From an optimization exercise on the open Yosys and OpenROAD flow, aimed at small area, a short achievable clock period and few clock cycles per item; shortcuts taken in it are not production practice. Only simulation tests tie the RTL to the original design; equivalence was not proved. No activity file was given, so power comes from the tool's default toggle rates.

Setup of north:
## deauth_burst_threat_scorer_top
module deauth_burst_threat_scorer_top #(
    parameter int SOURCE_SLOTS = 32,
    parameter int COUNT_BITS = 16
) (
    input  logic              clk,
    input  logic              rst_n,
    input  logic              start,
    output logic              busy,
    output logic              done,
    input  logic              cfg_we,
    input  logic [2:0]        cfg_index,
    input  logic [31:0]       cfg_data,
    input  logic [1:0]        opcode,
    input  logic [31:0]       time_ms,
    input  logic [47:0]       source_mac,
    input  logic [47:0]       dest_mac,
    input  logic [7:0]        frame_control_low,
    input  logic signed [7:0] signal_dbm,
    input  logic              analysis_enabled,
    output logic [4:0]        score,
    output logic [1:0]        level,
    output logic [1:0]        frame_status,
    output logic [7:0]        points_raised
);
clock: 8.0 ns
lec_check: 0
abc_clock_period_in_ps: 3000
cap_margin: 20
core_margin: 2
core_utilization: 40
cts_cluster_diameter: 150
cts_cluster_size: 20
setup_slack_margin: 4.5
slew_margin: 20
tns_end_percent: 20
run.sh (not shown) runs the stock make flow with config.mk's settings and CLKGATE_MAP_FILE= SYNTH_SCRIPT=/design/flow/synth_recipe.tcl, a recipe that flattens the netlist after the stock synthesis.
Testbench counts of north, summed over its fixed seeds: cycles 12,080, items 12,000.
Edits applied to the flow inputs when going from north to south:
--- a/flow/design.v
+++ b/flow/design.v
@@ -154,58 +154,52 @@
         op0   <= opcode;
         t0    <= time_ms;
         src0  <= source_mac;
         b0    <= &dest_mac;
         pass0 <= (signal_dbm >= dbts_pkg::SIGNAL_FLOOR) && (frame_control_low[3:2] == 2'b00)
               && (frame_control_low[7:4] == dbts_pkg::SUB_DISASSOC
                || frame_control_low[7:4] == dbts_pkg::SUB_DEAUTH);
         en0   <= analysis_enabled;
     end
     logic [47:0]   src_tab [N];
     logic [NW-1:0] n_reg;           
     logic [47:0]   src1;
-    logic          v1, frame1, tick1, clear1, nonframe1, b1, en1, same1_lo, same1_hi, same1;
-    logic [N-1:0]  m1_lo, m1_hi, m1;
+    logic          v1, frame1, tick1, clear1, nonframe1, b1, en1, same1;
+    logic [N-1:0]  m1;
     logic [31:0]   t1;
     always_ff @(posedge clk or negedge rst_n)
     begin
         if (!rst_n) v1 <= 1'b0;
         else        v1 <= v0;
     end
     always_ff @(posedge clk)
     begin
         for (int k = 0; k < N; k++)
-        begin
-            m1_lo[k] <= (NW'(k) < n_reg) && (src_tab[k][23:0] == src0[23:0]);
-            m1_hi[k] <= src_tab[k][47:24] == src0[47:24];
-        end
-        same1_lo  <= src0[23:0] == src1[23:0];
-        same1_hi  <= src0[47:24] == src1[47:24];
+            m1[k] <= (NW'(k) < n_reg) && (src_tab[k] == src0);
+        same1     <= src0 == src1;
         src1      <= src0;
         frame1    <= op0 == dbts_pkg::OP_FRAME && pass0;
         nonframe1 <= op0 != dbts_pkg::OP_FRAME;
         tick1     <= op0 == dbts_pkg::OP_TICK;
         clear1    <= op0 == dbts_pkg::OP_CLEAR;
         b1        <= b0;
         en1       <= en0;
         t1        <= t0;
     end
     logic          v2, upd2, tick2, clear2, walk2, new2, b2, en2, wrap2, dwrap2;
     logic [1:0]    st2;
     logic [N-1:0]  sel2;
     logic [31:0]   t2, lo2, dlo2;
     logic          fwdnew, hit1, full1, alloc1;
     logic [N-1:0]  sel1;
-    assign m1     = m1_lo & m1_hi;
-    assign same1  = same1_lo && same1_hi;
     assign fwdnew = same1 && new2;
     assign hit1   = (|m1) || fwdnew;
     assign full1  = n_reg[NW-1];
     assign alloc1 = v1 && frame1 && !hit1 && !full1;
     always_comb
     begin
         for (int k = 0; k < N; k++)
             sel1[k] = walk_reg ? (walk_idx == IW'(k))
                     : v1 && frame1 && (m1[k] || (fwdnew && sel2[k]) || (alloc1 && n_reg == NW'(k)));
     end
     always_ff @(posedge clk)
     begin
@@ -244,80 +238,75 @@
         else if (!frame1)            st2 <= dbts_pkg::ST_FILTERED;
         else if (hit1 || !full1)     st2 <= dbts_pkg::ST_COUNTED;
         else                         st2 <= dbts_pkg::ST_FULL;
     end
     logic [CW-1:0] fc [N];
     logic [CW-1:0] bc [N];
     logic [31:0]   ws [N];
     logic [N-1:0]  fla, flc, flb;   
     logic [N-1:0]  sel3, inw3;
     logic          upd3, new3, roll4;
     logic [31:0]   t3;
     logic          inw_fwd2;
-    logic [N-1:0]  cmp2, fsel2;
+    logic [N-1:0]  inw2;
     logic [CW-1:0] fcr2, bcr2;
     logic          fwd2;
     assign inw_fwd2 = in_window(t3, t2, lo2, wrap2);
     always_comb
     begin
         fcr2 = '0;
         bcr2 = '0;
         for (int k = 0; k < N; k++)
         begin
-            fsel2[k] = upd3 && sel3[k] && roll4;
-            cmp2[k]  = in_window(ws[k], t2, lo2, wrap2);
+            inw2[k] = (upd3 && sel3[k] && roll4) ? inw_fwd2 : in_window(ws[k], t2, lo2, wrap2);
             fcr2 = fcr2 | (fc[k] & {CW{sel2[k]}});
             bcr2 = bcr2 | (bc[k] & {CW{sel2[k]}});
         end
     end
     assign fwd2 = upd2 && upd3 && |(sel2 & sel3);
     logic [31:0] last_decay_reg;
     logic        elapsed2, dle, dgt;
     assign dle = last_decay_reg <= t2;
     assign dgt = last_decay_reg > dlo2;
     assign elapsed2 = !(dwrap2 ? (dle || dgt) : (dle && dgt));
     always_ff @(posedge clk or negedge rst_n)
     begin
         if (!rst_n) last_decay_reg <= '0;
         else if (v2 && tick2 && elapsed2) last_decay_reg <= t2;
     end
-    logic          v3, tick3, clear3, walk3, b3, en3, el3, fwd3, fval3;
-    logic [N-1:0]  cmp3, fsel3;
-    assign inw3 = (fsel3 & {N{fval3}}) | (~fsel3 & cmp3);
+    logic          v3, tick3, clear3, walk3, b3, en3, el3, fwd3;
     logic [1:0]    st3;
     logic [CW-1:0] fcr3, bcr3;
     always_ff @(posedge clk or negedge rst_n)
     begin
         if (!rst_n)
         begin
             v3   <= 1'b0;
             upd3 <= 1'b0;
             new3 <= 1'b0;
         end
         else
         begin
             v3   <= v2;
             upd3 <= upd2;
             new3 <= new2;
         end
     end
     always_ff @(posedge clk)
     begin
         tick3  <= tick2;
         clear3 <= clear2;
         walk3  <= walk2;
         sel3   <= sel2;
-        cmp3   <= cmp2;
-        fsel3  <= fsel2;
-        fval3  <= inw_fwd2;
+        inw3   <= inw2;
         fcr3   <= fcr2;
         bcr3   <= bcr2;
         fwd3   <= fwd2;
         b3     <= b2;
         en3    <= en2;
         el3    <= elapsed2;
         st3    <= st2;
         t3     <= t2;
     end
     logic [CW-1:0] fc_last, bc_last;
     logic [CW-1:0] xf, xb, fc_new, bc_new;
     logic          fa_new, fc_flag_new, fb_new;
==> run summary <==
- On share of total power in combinational logic: south sits above north.
- Diff south and north: global-route wire length before repair higher in south
- [south vs north] worst hold slack after final layout: lower in south
- south ended up with a lower area of placed instances than north did.
- ~same post-synthesis compound-gate area fraction in south and north
- In the final reports, the cell area of south is smaller than that of north.
- Delta (south minus north): width of the die shows a reduction of 0.36%, final period demand of the worst path shows an increase of 170 ps.
- Number of antenna violations at the first check in global routing came out lower on south than on north.
- [compare] base=north new=south: overall power after layout ~0 delta; non-clock buffer count lower.
- On final core utilization, north tracks south almost exactly.
- Die area on south is ahead of north.
- Number of cells on the worst reg-to-reg path (higher): north
Testbench counts of south, summed over its fixed seeds: cycles 12,080, items 12,000.

-- what the ideal ports hide --
The results above use ideal ports. As a check the final layouts listed here were re-extracted and re-timed, cells and wires unchanged.
Step 1, drivers: a clkbuf_16 drives clk and a buf_2 each remaining input, both assumed.
Step 2 times the ports against the registers' clock, not the clock port: input delays grow and output delays shrink by t, the midpoint of the rising clock arrivals with the driver on.
Three values: ideal ports, drivers, drivers and shift; two values: the first two.
| run | t (ns) | setup WS [ns] | pins driven straight from the clock port |
|---|---|---|---|
| north | 1.118 | 4.371 / 4.303 / 3.295 | 1 |
| south | 1.107 | 4.199 / 4.199 / 3.616 | 1 |
After both steps setup and hold are still met in every run listed. For north, which loses most, drivers alone change the setup slack by -0.068 ns; drivers and shift together by -1.076 ns.
